This design comes from an exercise in tuning for small area and a short achievable clock period on the open sky130 flow, not from production work.
RTL that was checked went through simulation tests only; none was proved equivalent to the original.
Only the layout flow was run in run 1; the RTL was not checked for function there.

## flow/design.v (module list and top-level ports; edited modules follow where they fit)
// module chroma_upsampler: 33 lines
// module chroma_taps: 672 lines
// module chroma_interp: 443 lines
// module rgb_converter: 2041 lines
// module luma_scale: 352 lines
// module yuv_to_rgb_core: 180 lines
module yuv_to_rgb_core (
	input  logic                CLOCK_50_I,
	input  logic                resetn,
	input  logic                pair_strobe,
	input  pixel_pkg::sample_t  y_even,
	input  pixel_pkg::sample_t  y_odd,
	input  pixel_pkg::sample_t  u_in,
	input  pixel_pkg::sample_t  v_in,
	output logic                rgb_strobe,
	output pixel_pkg::channel_t r_even,
	output pixel_pkg::channel_t g_even,
	output pixel_pkg::channel_t b_even,
	output pixel_pkg::channel_t r_odd,
	output pixel_pkg::channel_t g_odd,
	output pixel_pkg::channel_t b_odd
);
  // ...
==> flow/flow/run.sh <==
#!/bin/bash
# Standard layout, with one extra step between synthesis and floorplan:
# flow/polarity.py re-polarises the full-adder cells of the standard
# synthesis netlist to drop the inverters synthesis leaves between them.
# Each tool's output goes to a log of its own in this folder.
set -e
R=orfs/results/$FLOW_PLATFORM/yuv_to_rgb_core/base
bash standard.sh synth > 1_synth_std.log 2>&1
cp $R/1_2_yosys.v 1_2_yosys_std.v
python3 flow/polarity.py 1_2_yosys_std.v $R/1_2_yosys.v > polarity.log 2>&1
export SETUP_SLACK_MARGIN=7.9
# Port buffers: a plain buffer rather than the delay cell buffer_ports picks
export BUFFER_PORTS_ARGS="-buffer_cell sky130_fd_sc_hd__buf_2"
bash standard.sh finish > finish.log 2>&1
==> flow/flow/polarity.py <==
#!/usr/bin/env python3
"""Re-polarise full adders in a flat Yosys netlist of sky130 cells.

A full adder is self-dual: FA(~a, ~b, ~c) = (~sum, ~cout).  Synthesis leaves
many inverters between adder cells; this pass chooses, for every fa cell,
whether it computes its signals true or complemented, so that as few nets as
possible need an inverter, then rebuilds the inverters.  The logic function
of every port and register input is unchanged.

usage: polarity.py IN.v OUT.v"""
import re
import sys

INV_RE = re.compile(r"^sky130_fd_sc_hd__inv_\d+$")
FA_RE = re.compile(r"^sky130_fd_sc_hd__fa_\d+$")
OUT_PINS = {"X", "Y", "Q", "Q_N", "SUM", "COUT", "HI", "LO", "GCLK"}

src = open(sys.argv[1]).read()

mod_start = src.index("module ")
body_start = src.index(";", mod_start) + 1
end_idx = src.rindex("endmodule")
header = src[:body_start]
body = src[body_start:end_idx]

# statements of the module body, split on ';' outside of parentheses is not
# needed: yosys writes one statement per ';'
stmts = [s for s in body.split(";")]
cell_re = re.compile(r"^\s*(sky130_fd_sc_hd__\w+)\s+(\S+)\s*\((.*)\)\s*$", re.S)
pin_re = re.compile(r"\.(\w+)\(\s*(.*?)\s*\)\s*(?:,|$)", re.S)

cells = []      # [type, name, {pin: net}]
other = []      # statements kept verbatim (declarations, assigns)
port_nets = set()
for s in stmts:
    st = s.strip()
    if not st:
        continue
    m = cell_re.match(st)
    if m:
        pins = {}
        for p, n in pin_re.findall(m.group(3)):
            pins[p] = n.strip()
        cells.append([m.group(1), m.group(2), pins])
    else:
        other.append(s)
        mm = re.match(r"^\s*(input|output|inout)\s+(\[[^\]]*\]\s*)?(.+)$", st, re.S)
        if mm:
            port_nets.add(mm.group(3).strip())

def base(net):
    # port 'foo' referenced as 'foo[3]'
    b = re.sub(r"\s*\[\d+\]$", "", net)
    return b

# nets named in assigns are left alone
assign_nets = set()
for s in other:
    if s.strip().startswith("assign"):
        for tok in re.findall(r"(\\\S+|[A-Za-z_][\w$.]*(?:\s*\[\d+\])?)", s.strip()[6:]):
            assign_nets.add(tok.strip())
            assign_nets.add(base(tok.strip()))

def fixed_net(net):
    return net in port_nets or base(net) in port_nets or net in assign_nets or base(net) in assign_nets

driver = {}
for ci, (t, name, pins) in enumerate(cells):
    for p, n in pins.items():
        if p in OUT_PINS:
            driver[n] = (ci, p)

# inverters that can be dissolved: input and output are plain internal nets
inv_of = {}   # output net -> input net
dissolve = set()
for ci, (t, name, pins) in enumerate(cells):
    if INV_RE.match(t) and "A" in pins and "Y" in pins and not fixed_net(pins["Y"]):
        inv_of[pins["Y"]] = pins["A"]
        dissolve.add(ci)

def root_of(net):
    par = 0
    seen = 0
    while net in inv_of and seen < 100:
        net = inv_of[net]
        par ^= 1
        seen += 1
    return net, par

# an adder whose output is a port or named in an assign keeps its polarity
fa_cells = [ci for ci, c in enumerate(cells) if FA_RE.match(c[0])
            and not any(fixed_net(n) for p, n in c[2].items() if p in OUT_PINS)]
is_fa = set(fa_cells)
fa_in = ("A", "B", "CIN")
fa_out = ("SUM", "COUT")

# consumer pins: (cell, pin) -> (root, parity)
cons = {}
for ci, (t, name, pins) in enumerate(cells):
    if ci in dissolve:
        continue
    for p, n in pins.items():
        if p in OUT_PINS:
            continue
        cons[(ci, p)] = root_of(n)
# inverters kept (fixed outputs) consume as normal cells: already covered

# polarity per fa cell
pol = {ci: 0 for ci in fa_cells}

def drv_pol(root):
    d = driver.get(root)
    if d and d[0] in is_fa:
        return pol[d[0]]
    return 0

# the FA outputs root nets: which roots does each FA drive
fa_roots = {ci: [cells[ci][2][p] for p in fa_out if p in cells[ci][2]] for ci in fa_cells}
root_cons = {}
for k, (r, par) in cons.items():
    root_cons.setdefault(r, []).append(k)

def need(k):
    ci, p = k
    r, par = cons[k]
    if ci in is_fa and p in fa_in:
        return par ^ pol[ci]
    return par

def root_cost(r):
    dp = drv_pol(r)
    for k in root_cons.get(r, []):
        if need(k) != dp:
            return 1
    return 0

def fa_touch(ci):
    rs = set(fa_roots[ci])
    for p in fa_in:
        if (ci, p) in cons:
            rs.add(cons[(ci, p)][0])
    return rs

def total():
    return sum(root_cost(r) for r in root_cons)

before = total()
touch = {ci: fa_touch(ci) for ci in fa_cells}


def delta(ci):
    rs = touch[ci]
    c0 = sum(root_cost(r) for r in rs)
    pol[ci] ^= 1
    c1 = sum(root_cost(r) for r in rs)
    pol[ci] ^= 1
    return c1 - c0


def descend():
    improved = True
    while improved:
        improved = False
        for ci in fa_cells:
            if delta(ci) < 0:
                pol[ci] ^= 1
                improved = True


# greedy descent, then annealing that accepts sideways and rare uphill moves
import random
rng = random.Random(1)
descend()
best_cost = total()
best = dict(pol)
cur = best_cost
temp = 1.0
for step in range(200000):
    ci = fa_cells[rng.randrange(len(fa_cells))]
    d = delta(ci)
    if d <= 0 or rng.random() < pow(2.718, -d / temp):
        pol[ci] ^= 1
        cur += d
        if cur < best_cost:
            best_cost = cur
            best = dict(pol)
    temp = max(0.05, 1.0 - step / 150000.0)
pol.update(best)
descend()
after = total()

# rebuild: FA polarity flip means its logical output root now carries the
# complement on the same net; every consumer pin gets the net or a shared
# inverter of it
new_inv = {}
out_cells = []
ninv = 0
def inv_net(r):
    global ninv
    if r not in new_inv:
        nm = f"_pol_n{ninv}_"
        new_inv[r] = nm
        ninv += 1
    return new_inv[r]

for ci, (t, name, pins) in enumerate(cells):
    if ci in dissolve:
        continue
    newpins = dict(pins)
    for p in pins:
        if p in OUT_PINS:
            continue
        r, par = cons[(ci, p)]
        if need((ci, p)) == drv_pol(r):
            newpins[p] = r
        else:
            newpins[p] = inv_net(r)
    out_cells.append((t, name, newpins))

def esc(n):
    # escaped identifiers end at white space
    return n + " " if n.startswith("\\") else n


lines = [header]
for s in other:
    lines.append(s + ";")
for r, nm in new_inv.items():
    lines.append(f"\n  wire {nm};")
for i, (r, nm) in enumerate(new_inv.items()):
    lines.append(f"\n  sky130_fd_sc_hd__inv_1 _pol_i{i}_ (\n    .A({esc(r)}),\n    .Y({nm})\n  );")
for t, name, pins in out_cells:
    pl = ",\n".join(f"    .{p}({esc(n)})" for p, n in pins.items())
    lines.append(f"\n  {t} {name} (\n{pl}\n  );")
lines.append("\nendmodule\n")
open(sys.argv[2], "w").write("".join(lines))
flipped = sum(pol.values())
sys.stderr.write(f"polarity: {len(fa_cells)} fa cells, {flipped} flipped; "
                 f"inverters {len(dissolve)} dissolved, {len(new_inv)} rebuilt "
                 f"(complemented nets {before} -> {after})\n")
==> flow/standard.sh <==
#!/bin/bash
# synth_recipe.tcl (not shown) runs the flow's synth.tcl, then flattens the netlist and writes it again
# the make line also repeats each setting of config.mk as NAME=value (left out here)
make -C /OpenROAD-flow-scripts/flow DESIGN_CONFIG=/design/flow/config.mk WORK_HOME=/design/flow/orfs CLKGATE_MAP_FILE= SYNTH_SCRIPT=/design/flow/synth_recipe.tcl "${@:-finish}"
==> flow/config.mk <==
export PLATFORM = sky130hd
export DESIGN_NAME = yuv_to_rgb_core
export DESIGN_NICKNAME = yuv_to_rgb_core
export VERILOG_FILES = /design/flow/design.v
export SDC_FILE = /design/flow/constraint.sdc
export NUM_CORES = 4
export LEC_CHECK = 0
export ABC_AREA = 1
export CAP_MARGIN = 20
export CORE_MARGIN = 2
export CORE_UTILIZATION = 40
export CTS_BUF_LIST = sky130_fd_sc_hd__clkbuf_8
export SLEW_MARGIN = 20
==> flow/constraint.sdc <==
create_clock -name core_clock -period 11.5 [get_ports {CLOCK_50_I}]
set_input_delay 2.3000 -clock core_clock [delete_from_list [all_inputs] [get_ports {CLOCK_50_I}]]
set_output_delay 2.3000 -clock core_clock [all_outputs]
set_load 0.01 [all_outputs]
==> summary.txt, run 1 <==
CTS tree done; row cnt 99; die area 75,500 um^2; Setup crit end b_even[3]; family with the most delay on the worst path adder cells; Non-Filler Instances 4,161; Filler cells 6,531; WP data required 12.08 ns; flop-to-flop setup slack 7.73 ns; Syn Nets 3,595; met3 wire len 3.00 mm; final wirelength 64.7 mm; clock sink count 376; core box area 72,700 um^2; initial core utilization 0.403; crit start category flip-flop; clock skew 0.0340 ns; FF-to-FF Start u_even_s2[7]; post-cts repair resize count 164; final setup margin 7.73 ns; layout clock buffer count 80; pre-CTS setup slack 7.23 ns; most frequent cells in the layout 487 x inv_1, 410 x nand2_1, 402 x fa_1; post-DP HPWL 48.5 mm; run status timing/DRC/antenna clean; Slew HR 0.336; num ports 84; CP arrival 4.35 ns; Worst Hold Path Cells 0; largest net degree at the start of global routing 129; Non-Clock Buffer Area Fraction 0.0540; Post-DRT Antenna Nets 0; synth-to-layout area growth 21.1%; CP Depth 19; Max clock buf depth 3
==> module luma_scale, before the edit <==
module luma_scale (
	input  logic [7:0] y,
	output logic [24:2] l
);
	logic l_0;
	logic l_1;
	logic l_2;
	logic l_3;
	logic l_4;
	logic l_5;
	logic l_6;
	logic l_7;
	logic l_8;
	logic l_9;
	logic l_10;
	logic l_11;
	logic l_12;
	logic l_13;
	logic l_14;
	logic l_15;
	logic l_16;
	logic l_17;
	logic l_18;
	logic l_19;
	logic l_20;
	logic l_21;
	logic l_22;
	logic l_23;
	logic l_24;
	logic l_25;
	logic l_26;
	logic l_27;
	logic l_28;
	logic l_29;
	logic l_30;
	logic l_31;
	logic l_32;
	logic l_33;
	logic l_34;
	logic l_35;
	logic l_36;
	logic l_37;
	logic l_38;
	logic l_39;
	logic l_40;
	logic l_41;
	logic l_42;
	logic l_43;
	logic l_44;
	logic l_45;
	logic l_46;
	logic l_47;
	logic l_48;
	logic l_49;
	logic l_50;
	logic l_51;
	logic l_52;
	logic l_53;
	logic l_54;
	logic l_55;
	logic l_56;
	logic l_57;
	logic l_58;
	logic l_59;
	logic l_60;
	logic l_61;
	logic l_62;
	logic l_63;
	logic l_64;
	logic l_65;
	logic l_66;
	logic l_67;
	logic l_68;
	logic l_69;
	logic l_70;
	logic l_71;
	logic l_72;
	logic l_73;
	logic l_74;
	logic l_75;
	logic l_76;
	logic l_77;
	logic l_78;
	logic l_79;
	logic l_80;
	logic l_81;
	logic l_82;
	logic l_83;
	logic l_84;
	logic l_85;
	logic l_86;
	logic l_87;
	logic l_88;
	logic l_89;
	logic l_90;
	logic l_91;
	logic l_92;
	logic l_93;
	logic l_94;
	logic l_95;
	logic l_96;
	logic l_97;
	logic l_98;
	logic l_99;
	logic l_100;
	logic l_101;
	logic l_102;
	logic l_103;
	logic l_104;
	logic l_105;
	logic l_106;
	logic l_107;
	logic l_108;
	logic l_109;
	logic l_110;
	logic l_111;
	logic l_112;
	logic l_113;
	logic l_114;
	logic l_115;
	logic l_116;
	logic l_117;
	logic l_118;
	logic l_119;
	logic l_120;
	logic l_121;
	logic l_122;
	logic l_123;
	logic l_124;
	logic l_125;
	logic l_126;
	logic l_127;
	logic l_128;
	logic l_129;
	logic l_130;
	logic l_131;
	logic l_132;
	logic l_133;
	logic l_134;
	logic l_135;
	logic l_136;
	logic l_137;
	logic l_138;
	logic l_139;
	logic l_140;
	logic l_141;
	logic l_142;
	logic l_143;
	logic l_144;
	logic l_145;
	logic l_146;
	logic l_147;
	logic l_148;
	logic l_149;
	logic l_150;
	logic l_151;
	logic l_152;
	logic l_153;
	logic l_154;
	logic l_155;
	logic l_156;
	logic l_157;
	logic l_158;
	logic l_159;
	logic l_160;
	logic l_161;
	assign l_0 = ~y[7];
	assign l_1 = ~y[4];
	assign l_2 = ~(y[5] ^ y[3]);
	assign l_3 = y[5] | y[3];
	assign l_4 = ~(y[6] ^ y[4]);
	assign l_5 = y[6] | y[4];
	assign l_6 = l_0 ^ y[5] ^ y[3];
	assign l_7 = (l_0 & y[5]) | (l_0 & y[3]) | (y[5] & y[3]);
	assign l_8 = y[6] ^ y[4] ^ y[1];
	assign l_9 = (y[6] & y[4]) | (y[6] & y[1]) | (y[4] & y[1]);
	assign l_10 = ~(y[7] ^ y[5]);
	assign l_11 = y[7] | y[5];
	assign l_12 = ~y[2];
	assign l_13 = ~(y[3] ^ y[1]);
	assign l_14 = y[3] | y[1];
	assign l_15 = l_1 ^ y[2] ^ y[0];
	assign l_16 = (l_1 & y[2]) | (l_1 & y[0]) | (y[2] & y[0]);
	assign l_17 = l_2 ^ y[1] ^ y[4];
	assign l_18 = (l_2 & y[1]) | (l_2 & y[4]) | (y[1] & y[4]);
	assign l_19 = l_4 ^ y[2] ^ l_3;
	assign l_20 = (l_4 & y[2]) | (l_4 & l_3) | (y[2] & l_3);
	assign l_21 = l_6 ^ y[0] ^ l_5;
	assign l_22 = (l_6 & y[0]) | (l_6 & l_5) | (y[0] & l_5);
	assign l_23 = l_8 ^ y[7] ^ l_7;
	assign l_24 = (l_8 & y[7]) | (l_8 & l_7) | (y[7] & l_7);
	assign l_25 = l_10 ^ y[2] ^ l_9;
	assign l_26 = (l_10 & y[2]) | (l_10 & l_9) | (y[2] & l_9);
	assign l_27 = y[6] ^ y[3] ^ l_11;
	assign l_28 = (y[6] & y[3]) | (y[6] & l_11) | (y[3] & l_11);
	assign l_29 = ~(y[7] ^ y[4]);
	assign l_30 = y[7] | y[4];
	assign l_31 = ~~y[0];
	assign l_32 = ~~y[4];
	assign l_33 = ~~y[5];
	assign l_34 = ~~y[6];
	assign l_35 = ~y[7] & y[0];
	assign l_36 = ~y[7] ^ y[0];
	assign l_37 = l_12 & y[0];
	assign l_38 = l_12 ^ y[0];
	assign l_39 = l_13 & y[2];
	assign l_40 = l_13 ^ y[2];
	assign l_41 = l_15 & l_14;
	assign l_42 = l_15 ^ l_14;
	assign l_43 = l_17 & l_16;
	assign l_44 = l_17 ^ l_16;
	assign l_45 = l_19 & l_18;
	assign l_46 = l_19 ^ l_18;
	assign l_47 = l_21 & l_20;
	assign l_48 = l_21 ^ l_20;
	assign l_49 = l_23 & l_22;
	assign l_50 = l_23 ^ l_22;
	assign l_51 = l_25 & l_24;
	assign l_52 = l_25 ^ l_24;
	assign l_53 = l_27 & l_26;
	assign l_54 = l_27 ^ l_26;
	assign l_55 = l_29 & l_28;
	assign l_56 = l_29 ^ l_28;
	assign l_57 = y[5] & l_30;
	assign l_58 = y[5] ^ l_30;
	assign l_59 = ~y[7];
	assign l_60 = ~y[1] & ~y[0];
	assign l_61 = ~y[1] & l_31;
	assign l_62 = ~y[3] & ~y[2];
	assign l_63 = l_33 & ~y[4];
	assign l_64 = ~y[5] | l_63;
	assign l_65 = l_33 & l_32;
	assign l_66 = l_36 & ~y[6];
	assign l_67 = l_35 | l_66;
	assign l_68 = l_36 & l_34;
	assign l_69 = l_38 & y[1];
	assign l_70 = l_42 & l_39;
	assign l_71 = l_41 | l_70;
	assign l_72 = l_42 & l_40;
	assign l_73 = l_46 & l_43;
	assign l_74 = l_45 | l_73;
	assign l_75 = l_46 & l_44;
	assign l_76 = l_50 & l_47;
	assign l_77 = l_49 | l_76;
	assign l_78 = l_50 & l_48;
	assign l_79 = l_54 & l_51;
	assign l_80 = l_53 | l_79;
	assign l_81 = l_54 & l_52;
	assign l_82 = l_58 & l_55;
	assign l_83 = l_57 | l_82;
	assign l_84 = l_58 & l_56;
	assign l_85 = l_59 & y[6];
	assign l_86 = l_65 & l_62;
	assign l_87 = l_69 & l_67;
	assign l_88 = l_37 | l_87;
	assign l_89 = l_69 & l_68;
	assign l_90 = l_75 & l_71;
	assign l_91 = l_74 | l_90;
	assign l_92 = l_75 & l_72;
	assign l_93 = l_81 & l_77;
	assign l_94 = l_80 | l_93;
	assign l_95 = l_81 & l_78;
	assign l_96 = l_85 & l_83;
	assign l_97 = y[7] | l_96;
	assign l_98 = l_85 & l_84;
	assign l_99 = l_86 & l_60;
	assign l_100 = l_64 | l_99;
	assign l_101 = l_92 & l_88;
	assign l_102 = l_91 | l_101;
	assign l_103 = l_92 & l_89;
	assign l_104 = l_98 & l_94;
	assign l_105 = l_97 | l_104;
	assign l_106 = l_98 & l_95;
	assign l_107 = l_103 & l_100;
	assign l_108 = l_102 | l_107;
	assign l_109 = l_106 & l_108;
	assign l_110 = l_105 | l_109;
	assign l_111 = l_89 & l_100;
	assign l_112 = l_88 | l_111;
	assign l_113 = l_95 & l_108;
	assign l_114 = l_94 | l_113;
	assign l_115 = l_62 & l_60;
	assign l_116 = l_68 & l_100;
	assign l_117 = l_67 | l_116;
	assign l_118 = l_72 & l_112;
	assign l_119 = l_71 | l_118;
	assign l_120 = l_78 & l_108;
	assign l_121 = l_77 | l_120;
	assign l_122 = l_84 & l_114;
	assign l_123 = l_83 | l_122;
	assign l_124 = ~y[2] & l_60;
	assign l_125 = l_32 & l_115;
	assign l_126 = ~y[4] | l_125;
	assign l_127 = l_34 & l_100;
	assign l_128 = ~y[6] | l_127;
	assign l_129 = y[1] & l_117;
	assign l_130 = l_40 & l_112;
	assign l_131 = l_39 | l_130;
	assign l_132 = l_44 & l_119;
	assign l_133 = l_43 | l_132;
	assign l_134 = l_48 & l_108;
	assign l_135 = l_47 | l_134;
	assign l_136 = l_52 & l_121;
	assign l_137 = l_51 | l_136;
	assign l_138 = l_56 & l_114;
	assign l_139 = l_55 | l_138;
	assign l_140 = y[6] & l_123;
	assign l_141 = ~y[1] ^ ~y[0];
	assign l_142 = ~y[2] ^ l_60;
	assign l_143 = ~y[3] ^ l_124;
	assign l_144 = l_32 ^ l_115;
	assign l_145 = l_33 ^ l_126;
	assign l_146 = l_34 ^ l_100;
	assign l_147 = l_36 ^ l_128;
	assign l_148 = y[1] ^ l_117;
	assign l_149 = l_38 ^ l_129;
	assign l_150 = l_40 ^ l_112;
	assign l_151 = l_42 ^ l_131;
	assign l_152 = l_44 ^ l_119;
	assign l_153 = l_46 ^ l_133;
	assign l_154 = l_48 ^ l_108;
	assign l_155 = l_50 ^ l_135;
	assign l_156 = l_52 ^ l_121;
	assign l_157 = l_54 ^ l_137;
	assign l_158 = l_56 ^ l_114;
	assign l_159 = l_58 ^ l_139;
	assign l_160 = y[6] ^ l_123;
	assign l_161 = l_59 ^ l_140;
	assign l[2] = l_31;
	assign l[3] = l_141;
	assign l[4] = l_142;
	assign l[5] = l_143;
	assign l[6] = l_144;
	assign l[7] = l_145;
	assign l[8] = l_146;
	assign l[9] = l_147;
	assign l[10] = l_148;
	assign l[11] = l_149;
	assign l[12] = l_150;
	assign l[13] = l_151;
	assign l[14] = l_152;
	assign l[15] = l_153;
	assign l[16] = l_154;
	assign l[17] = l_155;
	assign l[18] = l_156;
	assign l[19] = l_157;
	assign l[20] = l_158;
	assign l[21] = l_159;
	assign l[22] = l_160;
	assign l[23] = l_161;
	assign l[24] = l_110;
endmodule
==> run 2, diff against run 1 <==
--- a/flow/design.v
+++ b/flow/design.v
@@ -2174,16 +2174,61 @@
 	logic b_996;
 	logic b_997;
 	logic b_998;
 	logic b_999;
 	logic b_1000;
 	logic b_1001;
 	logic b_1002;
 	logic b_1003;
+	logic b_1004;
+	logic b_1005;
+	logic b_1006;
+	logic b_1007;
+	logic b_1008;
+	logic b_1009;
+	logic b_1010;
+	logic b_1011;
+	logic b_1012;
+	logic b_1013;
+	logic b_1014;
+	logic b_1015;
+	logic b_1016;
+	logic b_1017;
+	logic b_1018;
+	logic b_1019;
+	logic b_1020;
+	logic b_1021;
+	logic b_1022;
+	logic b_1023;
+	logic b_1024;
+	logic b_1025;
+	logic b_1026;
+	logic b_1027;
+	logic b_1028;
+	logic b_1029;
+	logic b_1030;
+	logic b_1031;
+	logic b_1032;
+	logic b_1033;
+	logic b_1034;
+	logic b_1035;
+	logic b_1036;
+	logic b_1037;
+	logic b_1038;
+	logic b_1039;
+	logic b_1040;
+	logic b_1041;
+	logic b_1042;
+	logic b_1043;
+	logic b_1044;
+	logic b_1045;
+	logic b_1046;
+	logic b_1047;
+	logic b_1048;
 	assign r_0 = l[7] ^ ~v[7];
 	assign r_1 = l[7] & ~v[7];
 	assign r_2 = l[8] ^ v[6];
 	assign r_3 = l[8] & v[6];
 	assign r_4 = l[9] ^ v[7];
 	assign r_5 = l[9] & v[7];
 	assign r_6 = ~l[13];
 	assign r_7 = l[14] ^ v[7];
@@ -3074,144 +3119,189 @@
 	assign b_892 = b_853 | b_891;
 	assign b_893 = b_854 & b_852;
 	assign b_894 = b_858 & b_855;
 	assign b_895 = b_857 | b_894;
 	assign b_896 = b_858 & b_856;
 	assign b_897 = b_861 & b_859;
 	assign b_898 = b_813 | b_897;
 	assign b_899 = b_861 & b_860;
-	assign b_900 = b_866 & b_862;
-	assign b_901 = b_865 | b_900;
-	assign b_902 = b_866 & b_863;
-	assign b_903 = b_872 & b_868;
-	assign b_904 = b_871 | b_903;
-	assign b_905 = b_872 & b_869;
-	assign b_906 = b_878 & b_874;
-	assign b_907 = b_877 | b_906;
-	assign b_908 = b_878 & b_875;
-	assign b_909 = b_884 & b_880;
-	assign b_910 = b_883 | b_909;
-	assign b_911 = b_884 & b_881;
-	assign b_912 = b_890 & b_886;
-	assign b_913 = b_889 | b_912;
-	assign b_914 = b_890 & b_887;
-	assign b_915 = b_896 & b_892;
-	assign b_916 = b_895 | b_915;
-	assign b_917 = b_896 & b_893;
-	assign b_918 = b_905 & b_901;
-	assign b_919 = b_904 | b_918;
-	assign b_920 = b_905 & b_902;
-	assign b_921 = b_911 & b_907;
-	assign b_922 = b_910 | b_921;
-	assign b_923 = b_911 & b_908;
-	assign b_924 = b_917 & b_913;
-	assign b_925 = b_916 | b_924;
-	assign b_926 = b_917 & b_914;
-	assign b_927 = b_923 & b_919;
-	assign b_928 = b_922 | b_927;
-	assign b_929 = b_923 & b_920;
-	assign b_930 = b_926 & b_928;
-	assign b_931 = b_925 | b_930;
-	assign b_932 = b_926 & b_929;
-	assign b_933 = b_908 & b_919;
-	assign b_934 = b_907 | b_933;
-	assign b_935 = b_908 & b_920;
-	assign b_936 = b_914 & b_928;
-	assign b_937 = b_913 | b_936;
-	assign b_938 = b_914 & b_929;
-	assign b_939 = b_869 & b_901;
+	assign b_900 = b_816 & b_862;
+	assign b_901 = b_815 | b_900;
+	assign b_902 = b_816 & b_863;
+	assign b_903 = b_866 & b_862;
+	assign b_904 = b_865 | b_903;
+	assign b_905 = b_866 & b_863;
+	assign b_906 = b_824 & b_868;
+	assign b_907 = b_823 | b_906;
+	assign b_908 = b_824 & b_869;
+	assign b_909 = b_872 & b_868;
+	assign b_910 = b_871 | b_909;
+	assign b_911 = b_872 & b_869;
+	assign b_912 = b_832 & b_874;
+	assign b_913 = b_831 | b_912;
+	assign b_914 = b_832 & b_875;
+	assign b_915 = b_878 & b_874;
+	assign b_916 = b_877 | b_915;
+	assign b_917 = b_878 & b_875;
+	assign b_918 = b_840 & b_880;
+	assign b_919 = b_839 | b_918;
+	assign b_920 = b_840 & b_881;
+	assign b_921 = b_884 & b_880;
+	assign b_922 = b_883 | b_921;
+	assign b_923 = b_884 & b_881;
+	assign b_924 = b_848 & b_886;
+	assign b_925 = b_847 | b_924;
+	assign b_926 = b_848 & b_887;
+	assign b_927 = b_890 & b_886;
+	assign b_928 = b_889 | b_927;
+	assign b_929 = b_890 & b_887;
+	assign b_930 = b_856 & b_892;
+	assign b_931 = b_855 | b_930;
+	assign b_932 = b_856 & b_893;
+	assign b_933 = b_896 & b_892;
+	assign b_934 = b_895 | b_933;
+	assign b_935 = b_896 & b_893;
+	assign b_936 = b_820 & b_904;
+	assign b_937 = b_819 | b_936;
+	assign b_938 = b_820 & b_905;
+	assign b_939 = b_869 & b_904;
 	assign b_940 = b_868 | b_939;
-	assign b_941 = b_869 & b_902;
-	assign b_942 = b_875 & b_919;
-	assign b_943 = b_874 | b_942;
-	assign b_944 = b_875 & b_920;
-	assign b_945 = b_881 & b_934;
-	assign b_946 = b_880 | b_945;
-	assign b_947 = b_881 & b_935;
-	assign b_948 = b_887 & b_928;
-	assign b_949 = b_886 | b_948;
-	assign b_950 = b_887 & b_929;
-	assign b_951 = b_893 & b_937;
-	assign b_952 = b_892 | b_951;
-	assign b_953 = b_893 & b_938;
-	assign b_954 = b_899 & b_931;
-	assign b_955 = b_898 | b_954;
-	assign b_956 = b_899 & b_932;
-	assign b_957 = b_816 & b_862;
-	assign b_958 = b_815 | b_957;
-	assign b_959 = b_816 & b_863;
-	assign b_960 = b_820 & b_901;
-	assign b_961 = b_819 | b_960;
-	assign b_962 = b_820 & b_902;
-	assign b_963 = b_824 & b_940;
-	assign b_964 = b_823 | b_963;
-	assign b_965 = b_824 & b_941;
-	assign b_966 = b_828 & b_919;
-	assign b_967 = b_827 | b_966;
-	assign b_968 = b_828 & b_920;
-	assign b_969 = b_832 & b_943;
-	assign b_970 = b_831 | b_969;
-	assign b_971 = b_832 & b_944;
-	assign b_972 = b_836 & b_934;
-	assign b_973 = b_835 | b_972;
-	assign b_974 = b_836 & b_935;
-	assign b_975 = b_840 & b_946;
-	assign b_976 = b_839 | b_975;
-	assign b_977 = b_840 & b_947;
-	assign b_978 = b_844 & b_928;
-	assign b_979 = b_843 | b_978;
-	assign b_980 = b_844 & b_929;
-	assign b_981 = b_848 & b_949;
-	assign b_982 = b_847 | b_981;
-	assign b_983 = b_848 & b_950;
-	assign b_984 = b_852 & b_937;
-	assign b_985 = b_851 | b_984;
-	assign b_986 = b_852 & b_938;
-	assign b_987 = b_856 & b_952;
-	assign b_988 = b_855 | b_987;
-	assign b_989 = b_856 & b_953;
-	assign b_990 = b_860 & b_931;
-	assign b_991 = b_859 | b_990;
-	assign b_992 = b_860 & b_932;
-	assign b_993 = b_844 ^ b_928;
-	assign b_994 = b_846 ^ b_979;
-	assign b_995 = b_848 ^ b_949;
-	assign b_996 = b_850 ^ b_982;
-	assign b_997 = b_852 ^ b_937;
-	assign b_998 = b_854 ^ b_985;
-	assign b_999 = b_856 ^ b_952;
-	assign b_1000 = b_858 ^ b_988;
-	assign b_1001 = b_860 ^ b_931;
-	assign b_1002 = b_861 ^ b_991;
-	assign b_1003 = ~b_955;
+	assign b_941 = b_869 & b_905;
+	assign b_942 = b_908 & b_904;
+	assign b_943 = b_907 | b_942;
+	assign b_944 = b_908 & b_905;
+	assign b_945 = b_911 & b_904;
+	assign b_946 = b_910 | b_945;
+	assign b_947 = b_911 & b_905;
+	assign b_948 = b_836 & b_916;
+	assign b_949 = b_835 | b_948;
+	assign b_950 = b_836 & b_917;
+	assign b_951 = b_881 & b_916;
+	assign b_952 = b_880 | b_951;
+	assign b_953 = b_881 & b_917;
+	assign b_954 = b_920 & b_916;
+	assign b_955 = b_919 | b_954;
+	assign b_956 = b_920 & b_917;
+	assign b_957 = b_923 & b_916;
+	assign b_958 = b_922 | b_957;
+	assign b_959 = b_923 & b_917;
+	assign b_960 = b_852 & b_928;
+	assign b_961 = b_851 | b_960;
+	assign b_962 = b_852 & b_929;
+	assign b_963 = b_893 & b_928;
+	assign b_964 = b_892 | b_963;
+	assign b_965 = b_893 & b_929;
+	assign b_966 = b_932 & b_928;
+	assign b_967 = b_931 | b_966;
+	assign b_968 = b_932 & b_929;
+	assign b_969 = b_935 & b_928;
+	assign b_970 = b_934 | b_969;
+	assign b_971 = b_935 & b_929;
+	assign b_972 = b_828 & b_946;
+	assign b_973 = b_827 | b_972;
+	assign b_974 = b_828 & b_947;
+	assign b_975 = b_875 & b_946;
+	assign b_976 = b_874 | b_975;
+	assign b_977 = b_875 & b_947;
+	assign b_978 = b_914 & b_946;
+	assign b_979 = b_913 | b_978;
+	assign b_980 = b_914 & b_947;
+	assign b_981 = b_917 & b_946;
+	assign b_982 = b_916 | b_981;
+	assign b_983 = b_917 & b_947;
+	assign b_984 = b_950 & b_946;
+	assign b_985 = b_949 | b_984;
+	assign b_986 = b_950 & b_947;
+	assign b_987 = b_953 & b_946;
+	assign b_988 = b_952 | b_987;
+	assign b_989 = b_953 & b_947;
+	assign b_990 = b_956 & b_946;
+	assign b_991 = b_955 | b_990;
+	assign b_992 = b_956 & b_947;
+	assign b_993 = b_959 & b_946;
+	assign b_994 = b_958 | b_993;
+	assign b_995 = b_959 & b_947;
+	assign b_996 = b_860 & b_970;
+	assign b_997 = b_859 | b_996;
+	assign b_998 = b_860 & b_971;
+	assign b_999 = b_899 & b_970;
+	assign b_1000 = b_898 | b_999;
+	assign b_1001 = b_899 & b_971;
+	assign b_1002 = b_899 & b_970;
+	assign b_1003 = b_898 | b_1002;
+	assign b_1004 = b_899 & b_971;
+	assign b_1005 = b_844 & b_994;
+	assign b_1006 = b_843 | b_1005;
+	assign b_1007 = b_844 & b_995;
+	assign b_1008 = b_887 & b_994;
+	assign b_1009 = b_886 | b_1008;
+	assign b_1010 = b_887 & b_995;
+	assign b_1011 = b_926 & b_994;
+	assign b_1012 = b_925 | b_1011;
+	assign b_1013 = b_926 & b_995;
+	assign b_1014 = b_929 & b_994;
+	assign b_1015 = b_928 | b_1014;
+	assign b_1016 = b_929 & b_995;
+	assign b_1017 = b_962 & b_994;
+	assign b_1018 = b_961 | b_1017;
+	assign b_1019 = b_962 & b_995;
+	assign b_1020 = b_965 & b_994;
+	assign b_1021 = b_964 | b_1020;
+	assign b_1022 = b_965 & b_995;
+	assign b_1023 = b_968 & b_994;
+	assign b_1024 = b_967 | b_1023;
+	assign b_1025 = b_968 & b_995;
+	assign b_1026 = b_971 & b_994;
+	assign b_1027 = b_970 | b_1026;
+	assign b_1028 = b_971 & b_995;
+	assign b_1029 = b_998 & b_994;
+	assign b_1030 = b_997 | b_1029;
+	assign b_1031 = b_998 & b_995;
+	assign b_1032 = b_1001 & b_994;
+	assign b_1033 = b_1000 | b_1032;
+	assign b_1034 = b_1001 & b_995;
+	assign b_1035 = b_1004 & b_994;
+	assign b_1036 = b_1003 | b_1035;
+	assign b_1037 = b_1004 & b_995;
+	assign b_1038 = b_844 ^ b_994;
+	assign b_1039 = b_846 ^ b_1006;
+	assign b_1040 = b_848 ^ b_1009;
+	assign b_1041 = b_850 ^ b_1012;
+	assign b_1042 = b_852 ^ b_1015;
+	assign b_1043 = b_854 ^ b_1018;
+	assign b_1044 = b_856 ^ b_1021;
+	assign b_1045 = b_858 ^ b_1024;
+	assign b_1046 = b_860 ^ b_1027;
+	assign b_1047 = b_861 ^ b_1030;
+	assign b_1048 = ~b_1033;
 	assign r[0] = ~r_343 & (r_342 | r_341 | r_333);
 	assign r[1] = ~r_343 & (r_342 | r_341 | r_334);
 	assign r[2] = ~r_343 & (r_342 | r_341 | r_335);
 	assign r[3] = ~r_343 & (r_342 | r_341 | r_336);
 	assign r[4] = ~r_343 & (r_342 | r_341 | r_337);
 	assign r[5] = ~r_343 & (r_342 | r_341 | r_338);
 	assign r[6] = ~r_343 & (r_342 | r_341 | r_339);
 	assign r[7] = ~r_343 & (r_342 | r_341 | r_340);
 	assign g[0] = ~g_730 & (g_729 | g_728 | g_720);
 	assign g[1] = ~g_730 & (g_729 | g_728 | g_721);
 	assign g[2] = ~g_730 & (g_729 | g_728 | g_722);
 	assign g[3] = ~g_730 & (g_729 | g_728 | g_723);
 	assign g[4] = ~g_730 & (g_729 | g_728 | g_724);
 	assign g[5] = ~g_730 & (g_729 | g_728 | g_725);
 	assign g[6] = ~g_730 & (g_729 | g_728 | g_726);
 	assign g[7] = ~g_730 & (g_729 | g_728 | g_727);
-	assign b[0] = ~b_1003 & (b_1002 | b_1001 | b_993);
-	assign b[1] = ~b_1003 & (b_1002 | b_1001 | b_994);
-	assign b[2] = ~b_1003 & (b_1002 | b_1001 | b_995);
-	assign b[3] = ~b_1003 & (b_1002 | b_1001 | b_996);
-	assign b[4] = ~b_1003 & (b_1002 | b_1001 | b_997);
-	assign b[5] = ~b_1003 & (b_1002 | b_1001 | b_998);
-	assign b[6] = ~b_1003 & (b_1002 | b_1001 | b_999);
-	assign b[7] = ~b_1003 & (b_1002 | b_1001 | b_1000);
+	assign b[0] = ~b_1048 & (b_1047 | b_1046 | b_1038);
+	assign b[1] = ~b_1048 & (b_1047 | b_1046 | b_1039);
+	assign b[2] = ~b_1048 & (b_1047 | b_1046 | b_1040);
+	assign b[3] = ~b_1048 & (b_1047 | b_1046 | b_1041);
+	assign b[4] = ~b_1048 & (b_1047 | b_1046 | b_1042);
+	assign b[5] = ~b_1048 & (b_1047 | b_1046 | b_1043);
+	assign b[6] = ~b_1048 & (b_1047 | b_1046 | b_1044);
+	assign b[7] = ~b_1048 & (b_1047 | b_1046 | b_1045);
 endmodule
 `default_nettype wire
 `default_nettype none
 module luma_scale (
 	input  logic [7:0] y,
 	output logic [24:2] l
 );
 	logic l_0;
@@ -3371,16 +3461,47 @@
 	logic l_154;
 	logic l_155;
 	logic l_156;
 	logic l_157;
 	logic l_158;
 	logic l_159;
 	logic l_160;
 	logic l_161;
+	logic l_162;
+	logic l_163;
+	logic l_164;
+	logic l_165;
+	logic l_166;
+	logic l_167;
+	logic l_168;
+	logic l_169;
+	logic l_170;
+	logic l_171;
+	logic l_172;
+	logic l_173;
+	logic l_174;
+	logic l_175;
+	logic l_176;
+	logic l_177;
+	logic l_178;
+	logic l_179;
+	logic l_180;
+	logic l_181;
+	logic l_182;
+	logic l_183;
+	logic l_184;
+	logic l_185;
+	logic l_186;
+	logic l_187;
+	logic l_188;
+	logic l_189;
+	logic l_190;
+	logic l_191;
+	logic l_192;
 	assign l_0 = ~y[7];
 	assign l_1 = ~y[4];
 	assign l_2 = ~(y[5] ^ y[3]);
 	assign l_3 = y[5] | y[3];
 	assign l_4 = ~(y[6] ^ y[4]);
 	assign l_5 = y[6] | y[4];
 	assign l_6 = l_0 ^ y[5] ^ y[3];
 	assign l_7 = (l_0 & y[5]) | (l_0 & y[3]) | (y[5] & y[3]);
@@ -3457,115 +3578,146 @@
 	assign l_78 = l_50 & l_48;
 	assign l_79 = l_54 & l_51;
 	assign l_80 = l_53 | l_79;
 	assign l_81 = l_54 & l_52;
 	assign l_82 = l_58 & l_55;
 	assign l_83 = l_57 | l_82;
 	assign l_84 = l_58 & l_56;
 	assign l_85 = l_59 & y[6];
-	assign l_86 = l_65 & l_62;
-	assign l_87 = l_69 & l_67;
-	assign l_88 = l_37 | l_87;
-	assign l_89 = l_69 & l_68;
-	assign l_90 = l_75 & l_71;
-	assign l_91 = l_74 | l_90;
-	assign l_92 = l_75 & l_72;
-	assign l_93 = l_81 & l_77;
-	assign l_94 = l_80 | l_93;
-	assign l_95 = l_81 & l_78;
-	assign l_96 = l_85 & l_83;
-	assign l_97 = y[7] | l_96;
-	assign l_98 = l_85 & l_84;
-	assign l_99 = l_86 & l_60;
-	assign l_100 = l_64 | l_99;
-	assign l_101 = l_92 & l_88;
-	assign l_102 = l_91 | l_101;
-	assign l_103 = l_92 & l_89;
-	assign l_104 = l_98 & l_94;
-	assign l_105 = l_97 | l_104;
-	assign l_106 = l_98 & l_95;
-	assign l_107 = l_103 & l_100;
-	assign l_108 = l_102 | l_107;
-	assign l_109 = l_106 & l_108;
-	assign l_110 = l_105 | l_109;
-	assign l_111 = l_89 & l_100;
-	assign l_112 = l_88 | l_111;
-	assign l_113 = l_95 & l_108;
-	assign l_114 = l_94 | l_113;
-	assign l_115 = l_62 & l_60;
-	assign l_116 = l_68 & l_100;
-	assign l_117 = l_67 | l_116;
-	assign l_118 = l_72 & l_112;
-	assign l_119 = l_71 | l_118;
-	assign l_120 = l_78 & l_108;
-	assign l_121 = l_77 | l_120;
-	assign l_122 = l_84 & l_114;
-	assign l_123 = l_83 | l_122;
-	assign l_124 = ~y[2] & l_60;
-	assign l_125 = l_32 & l_115;
-	assign l_126 = ~y[4] | l_125;
-	assign l_127 = l_34 & l_100;
-	assign l_128 = ~y[6] | l_127;
-	assign l_129 = y[1] & l_117;
-	assign l_130 = l_40 & l_112;
-	assign l_131 = l_39 | l_130;
-	assign l_132 = l_44 & l_119;
-	assign l_133 = l_43 | l_132;
-	assign l_134 = l_48 & l_108;
-	assign l_135 = l_47 | l_134;
-	assign l_136 = l_52 & l_121;
-	assign l_137 = l_51 | l_136;
-	assign l_138 = l_56 & l_114;
-	assign l_139 = l_55 | l_138;
-	assign l_140 = y[6] & l_123;
-	assign l_141 = ~y[1] ^ ~y[0];
-	assign l_142 = ~y[2] ^ l_60;
-	assign l_143 = ~y[3] ^ l_124;
-	assign l_144 = l_32 ^ l_115;
-	assign l_145 = l_33 ^ l_126;
-	assign l_146 = l_34 ^ l_100;
-	assign l_147 = l_36 ^ l_128;
-	assign l_148 = y[1] ^ l_117;
-	assign l_149 = l_38 ^ l_129;
-	assign l_150 = l_40 ^ l_112;
-	assign l_151 = l_42 ^ l_131;
-	assign l_152 = l_44 ^ l_119;
-	assign l_153 = l_46 ^ l_133;
-	assign l_154 = l_48 ^ l_108;
-	assign l_155 = l_50 ^ l_135;
-	assign l_156 = l_52 ^ l_121;
-	assign l_157 = l_54 ^ l_137;
-	assign l_158 = l_56 ^ l_114;
-	assign l_159 = l_58 ^ l_139;
-	assign l_160 = y[6] ^ l_123;
-	assign l_161 = l_59 ^ l_140;
+	assign l_86 = l_32 & l_62;
+	assign l_87 = l_65 & l_62;
+	assign l_88 = y[1] & l_67;
+	assign l_89 = y[1] & l_68;
+	assign l_90 = l_69 & l_67;
+	assign l_91 = l_37 | l_90;
+	assign l_92 = l_69 & l_68;
+	assign l_93 = l_44 & l_71;
+	assign l_94 = l_43 | l_93;
+	assign l_95 = l_44 & l_72;
+	assign l_96 = l_75 & l_71;
+	assign l_97 = l_74 | l_96;
+	assign l_98 = l_75 & l_72;
+	assign l_99 = l_52 & l_77;
+	assign l_100 = l_51 | l_99;
+	assign l_101 = l_52 & l_78;
+	assign l_102 = l_81 & l_77;
+	assign l_103 = l_80 | l_102;
+	assign l_104 = l_81 & l_78;
+	assign l_105 = y[6] & l_83;
+	assign l_106 = y[6] & l_84;
+	assign l_107 = l_85 & l_83;
+	assign l_108 = y[7] | l_107;
+	assign l_109 = l_85 & l_84;
+	assign l_110 = ~y[2] & l_60;
+	assign l_111 = l_62 & l_60;
+	assign l_112 = l_86 & l_60;
+	assign l_113 = ~y[4] | l_112;
+	assign l_114 = l_87 & l_60;
+	assign l_115 = l_64 | l_114;
+	assign l_116 = l_40 & l_91;
+	assign l_117 = l_39 | l_116;
+	assign l_118 = l_40 & l_92;
+	assign l_119 = l_72 & l_91;
+	assign l_120 = l_71 | l_119;
+	assign l_121 = l_72 & l_92;
+	assign l_122 = l_95 & l_91;
+	assign l_123 = l_94 | l_122;
+	assign l_124 = l_95 & l_92;
+	assign l_125 = l_98 & l_91;
+	assign l_126 = l_97 | l_125;
+	assign l_127 = l_98 & l_92;
+	assign l_128 = l_56 & l_103;
+	assign l_129 = l_55 | l_128;
+	assign l_130 = l_56 & l_104;
+	assign l_131 = l_84 & l_103;
+	assign l_132 = l_83 | l_131;
+	assign l_133 = l_84 & l_104;
+	assign l_134 = l_106 & l_103;
+	assign l_135 = l_105 | l_134;
+	assign l_136 = l_106 & l_104;
+	assign l_137 = l_109 & l_103;
+	assign l_138 = l_108 | l_137;
+	assign l_139 = l_109 & l_104;
+	assign l_140 = l_34 & l_115;
+	assign l_141 = ~y[6] | l_140;
+	assign l_142 = l_68 & l_115;
+	assign l_143 = l_67 | l_142;
+	assign l_144 = l_89 & l_115;
+	assign l_145 = l_88 | l_144;
+	assign l_146 = l_92 & l_115;
+	assign l_147 = l_91 | l_146;
+	assign l_148 = l_118 & l_115;
+	assign l_149 = l_117 | l_148;
+	assign l_150 = l_121 & l_115;
+	assign l_151 = l_120 | l_150;
+	assign l_152 = l_124 & l_115;
+	assign l_153 = l_123 | l_152;
+	assign l_154 = l_127 & l_115;
+	assign l_155 = l_126 | l_154;
+	assign l_156 = l_48 & l_155;
+	assign l_157 = l_47 | l_156;
+	assign l_158 = l_78 & l_155;
+	assign l_159 = l_77 | l_158;
+	assign l_160 = l_101 & l_155;
+	assign l_161 = l_100 | l_160;
+	assign l_162 = l_104 & l_155;
+	assign l_163 = l_103 | l_162;
+	assign l_164 = l_130 & l_155;
+	assign l_165 = l_129 | l_164;
+	assign l_166 = l_133 & l_155;
+	assign l_167 = l_132 | l_166;
+	assign l_168 = l_136 & l_155;
+	assign l_169 = l_135 | l_168;
+	assign l_170 = l_139 & l_155;
+	assign l_171 = l_138 | l_170;
+	assign l_172 = ~y[1] ^ ~y[0];
+	assign l_173 = ~y[2] ^ l_60;
+	assign l_174 = ~y[3] ^ l_110;
+	assign l_175 = l_32 ^ l_111;
+	assign l_176 = l_33 ^ l_113;
+	assign l_177 = l_34 ^ l_115;
+	assign l_178 = l_36 ^ l_141;
+	assign l_179 = y[1] ^ l_143;
+	assign l_180 = l_38 ^ l_145;
+	assign l_181 = l_40 ^ l_147;
+	assign l_182 = l_42 ^ l_149;
+	assign l_183 = l_44 ^ l_151;
+	assign l_184 = l_46 ^ l_153;
+	assign l_185 = l_48 ^ l_155;
+	assign l_186 = l_50 ^ l_157;
+	assign l_187 = l_52 ^ l_159;
+	assign l_188 = l_54 ^ l_161;
+	assign l_189 = l_56 ^ l_163;
+	assign l_190 = l_58 ^ l_165;
+	assign l_191 = y[6] ^ l_167;
+	assign l_192 = l_59 ^ l_169;
 	assign l[2] = l_31;
-	assign l[3] = l_141;
-	assign l[4] = l_142;
-	assign l[5] = l_143;
-	assign l[6] = l_144;
-	assign l[7] = l_145;
-	assign l[8] = l_146;
-	assign l[9] = l_147;
-	assign l[10] = l_148;
-	assign l[11] = l_149;
-	assign l[12] = l_150;
-	assign l[13] = l_151;
-	assign l[14] = l_152;
-	assign l[15] = l_153;
-	assign l[16] = l_154;
-	assign l[17] = l_155;
-	assign l[18] = l_156;
-	assign l[19] = l_157;
-	assign l[20] = l_158;
-	assign l[21] = l_159;
-	assign l[22] = l_160;
-	assign l[23] = l_161;
-	assign l[24] = l_110;
+	assign l[3] = l_172;
+	assign l[4] = l_173;
+	assign l[5] = l_174;
+	assign l[6] = l_175;
+	assign l[7] = l_176;
+	assign l[8] = l_177;
+	assign l[9] = l_178;
+	assign l[10] = l_179;
+	assign l[11] = l_180;
+	assign l[12] = l_181;
+	assign l[13] = l_182;
+	assign l[14] = l_183;
+	assign l[15] = l_184;
+	assign l[16] = l_185;
+	assign l[17] = l_186;
+	assign l[18] = l_187;
+	assign l[19] = l_188;
+	assign l[20] = l_189;
+	assign l[21] = l_190;
+	assign l[22] = l_191;
+	assign l[23] = l_192;
+	assign l[24] = l_171;
 endmodule
 `default_nettype wire
 `timescale 1ns/1ps
 `default_nettype none
 module yuv_to_rgb_core (
 	input  logic                CLOCK_50_I,
 	input  logic                resetn,
 	input  logic                pair_strobe,
==> flow/run.sh (new file) <==
#!/bin/bash
# synth_recipe.tcl (not shown) runs the flow's synth.tcl, then flattens the netlist and writes it again
# the make line also repeats each setting of config.mk as NAME=value (left out here)
make -C /OpenROAD-flow-scripts/flow DESIGN_CONFIG=/design/flow/config.mk WORK_HOME=/design/flow/orfs CLKGATE_MAP_FILE= SYNTH_SCRIPT=/design/flow/synth_recipe.tcl finish
--- a/flow/config.mk
+++ b/flow/config.mk
@@ -5,9 +5,10 @@
 export SDC_FILE = /design/flow/constraint.sdc
 export NUM_CORES = 4
 export LEC_CHECK = 0
 export ABC_AREA = 1
 export CAP_MARGIN = 20
 export CORE_MARGIN = 2
 export CORE_UTILIZATION = 40
 export CTS_BUF_LIST = sky130_fd_sc_hd__clkbuf_8
+export SETUP_SLACK_MARGIN = 5
 export SLEW_MARGIN = 20
removed: flow/flow/run.sh
removed: flow/flow/polarity.py
removed: flow/standard.sh
==> run 2 against run 1 <==
  * Clock-buffer cell count grew 2
  * Worst setup slack got worse by 0.69 ns
  * Global-route usage is 1.3 points lower
  * Critical endpoint is now g_even[6]
  * Worst hold slack improved by 0.0048 ns
  * Via count increased by 3.6%
  * Critical path depth shrank 3
==> summary.txt, run 2 <==
run status timing/DRC/antenna clean; starting DRC count in detailed routing 752; area leader, netlist fa_1; GRT overflow 0; Hold Vio Cnt, Final 0; share of layout cells above drive strength 1 0.0589; Synth Area in Simple Gates 0.143; largest family of logic cells by synthesized area adder cells; placed cells 4,398; CTS Buf Count 71; clock skew 0.0512 ns (+0.0172 ns); CP Launch Point v_even_s2[3]; post-DP HPWL 49.8 mm (+2.7%); initial antenna violation count 1; largest net degree at the start of global routing 70 (-46%); Slew Viols, Final 0; setup TNS 0 ns; EDFF count, synth 144; Worst R2R Path Depth 16; Max clock buf depth 3 (unchanged); Slew HR 0.327 (-0.00933); clock sink count 376 (unchanged); drt pass-1 iters 6; RSZ-0062 raised after global routing false; mapped cell area 30,900 um^2; FF-to-FF Start v_even_s2[3]; Non-Filler Instances 4,531 (+8.9%); Hold WS 0.337 ns; synth-to-layout area growth 12.0%; largest registers u_upsampler.win x40, v_upsampler.win x40; compound-gate portion of the synthesized area 0.0500; Synth cell types 49; minimum clock period 4.46 ns; WP data required 12.04 ns (-0.04 ns); row cnt 101 (+2.0%); most frequent cells in the layout 860 x inv_1, 588 x nand2_1, 412 x fa_1; XOR/XNOR share of the synthesized area 0.0159; Mean Syn Cell Area 9.40 um^2; Top FF cell, synth dfxtp_1; total track usage 0.164; Post-DRT Antenna Nets 0 (unchanged); Adder-Cell Fraction of Synth Area 0.394; most common cell after layout, fill and taps aside inv_1; first-pass GRT wire length 104 mm; final wirelength 61.1 mm (-5.6%); clock-pin slew on the worst setup and hold paths 0.05 ns; FF+latch count, synth 376; final setup margin 7.04 ns (-0.694 ns); GPL Wtd Cong 0.852; num ports 84 (unchanged); area share of the largest cell type after synthesis 0.267; Synth top cells by count 840 x inv_1, 589 x nand2_1, 412 x fa_1; Filler cells 7,306 (+12%); Via Count 20,300; Clock Tree Root clkbuf_8; vias in the first global route 21,000; number of vias per cell 4.48; CTS tree done; Skew-Pair Late Insertion Delay 0.68 ns; worst slew pin tran 1.01 ns; post-DR wirelength/cell 13.5 um; Crit Path Class reg2reg; Final setup viols 0; I/O Buffers 83; sequential-to-total area share from yosys stat 0.293; die width 282 um; CTS Hold Bufs 0; Cells after Synth 3,288; top cells by area, synth fa_1 27%, dfxtp_1 14%, edfxtp_1 14%; CP arrival 5.00 ns (+0.65 ns); Ys Warns 6; core box area 76,200 um^2 (+4.8%); final period utilization 0.388; share of flip-flops with an asynchronous set or reset 0.0372; post-cts repair resize count 0 (-100%); crit start category flip-flop; most frequent cell after synthesis inv_1; type of the worst min-delay path reg2reg; Crit. End Element flip-flop; initial core utilization 0.406 (+0.00267); Setup crit end g_even[6]; Die H 282 um; post-synthesis mux area share 0; Syn Nets 4,050 (+13%); crit-path max FO 9; RR Endpoint g_even[6]; Max Cap Viol 0; die area 79,500 um^2 (+5.4%); DRC 0; flop-to-flop setup slack 7.04 ns (-0.69 ns); achievable frequency 224 MHz; Final #Nets 4,203; pre-CTS setup slack 6.86 ns (-0.378 ns); postcts setup bufs 0; CTS H-tree lvls 3
run 2: critical path, stage by stage (launching register included):
cell	delay [ns]
dfxtp_1	0.75
inv_1	0.41
fa_1	0.60
inv_1	0.05
fa_1	0.48
fa_1	0.54
ha_1	0.30
nand2_1	0.08
nor2_1	0.28
and3_2	0.29
nand2_1	0.08
nand2_1	0.07
nand2_1	0.06
nand2_2	0.13
nand2_1	0.07
nor2_1	0.09
nor2_1	0.04
run 2: cells by family after synthesis:
| family | after synthesis |
|---|---|
| adder cells (fa/ha/maj) | 727 |
| XOR/XNOR | 56 |
| AO/OA/AOI/OAI | 242 |
| buffers and inverters | 855 |
| flip-flops | 376 |
| AND/OR/NAND/NOR | 1032 |
run 2: worst min path at each step:
stage                   from      endpoint  slack (ns)  cells after the start
2_1_floorplan  ly_even[2][0]  y_even_s1[0]        0.32                      0
3_3_place_gp   ly_even[2][0]  y_even_s1[0]        0.32                      0
3_5_place_dp   ly_even[2][6]  y_even_s1[6]        0.33                      0
4_1_cts        ly_even[2][2]  y_even_s1[2]        0.34                      0
5_1_grt         ly_odd[2][1]   y_odd_s1[1]        0.34                      0
6_report        ly_odd[2][4]   y_odd_s1[4]        0.34                      0
run 2: stage by stage:
step	area, um^2	util
3_5_place_dp	33100	0.434
3_3_place_gp	33100	0.434
2_1_floorplan	30900	-
6_report	34600	0.455
5_1_grt	34600	0.454
4_1_cts	34600	0.454
run 2: metal layers:
layer	up-vias	wire length, um	share of wire	GRT usage
met2	276	28400	0.46	0.271
met3	96	2380	0.039	0.0306
met5	-	0	0	0
met4	0	1630	0.027	0.0528
li1	10400	-	-	-
met1	9557	28700	0.47	0.217
run 2: final cells by class:
| type | instances | area [um^2] | share of cell area |
|---|---|---|---|
| clock inverter | 49 | 449 | 0.0130 |
| multi-input combinational | 2057 | 18700 | 0.539 |
| antenna | 2 | 5.00 | 0.000144 |
| tap | 1030 | 1290 | 0.0372 |
| inverter | 847 | 3180 | 0.0918 |
| clock buffer | 82 | 1130 | 0.0326 |
| sequential | 376 | 9050 | 0.261 |
| timing repair buffer | 88 | 868 | 0.0251 |

==> port drivers added, routing unchanged <==
The flow's constraints put no driver on any port. The routed layouts listed below were extracted and timed again, unchanged, in two steps. Step 1: set_driving_cell puts a clkbuf_16 on CLOCK_50_I and a buf_2 on each other input, an assumption about the parent block. Step 2 also shifts input and output timing later by t, the mid clock arrival at the registers, as if the neighbouring blocks saw the same clock. Slacks: ideal ports / drivers / drivers and shift; pairs: ideal ports / drivers.
run	t, ns	setup slack, ns	worst data-port slew with drivers (ns)
run 1	0.700	7.735 / 7.735 / 7.677	0.05
run 2	0.712	7.041 / 7.041 / 6.940	0.05
After both steps setup and hold are still met in every run listed. The setup slack of run 2, which loses most, moves by 0.000 ns with the drivers and by -0.101 ns with both steps.
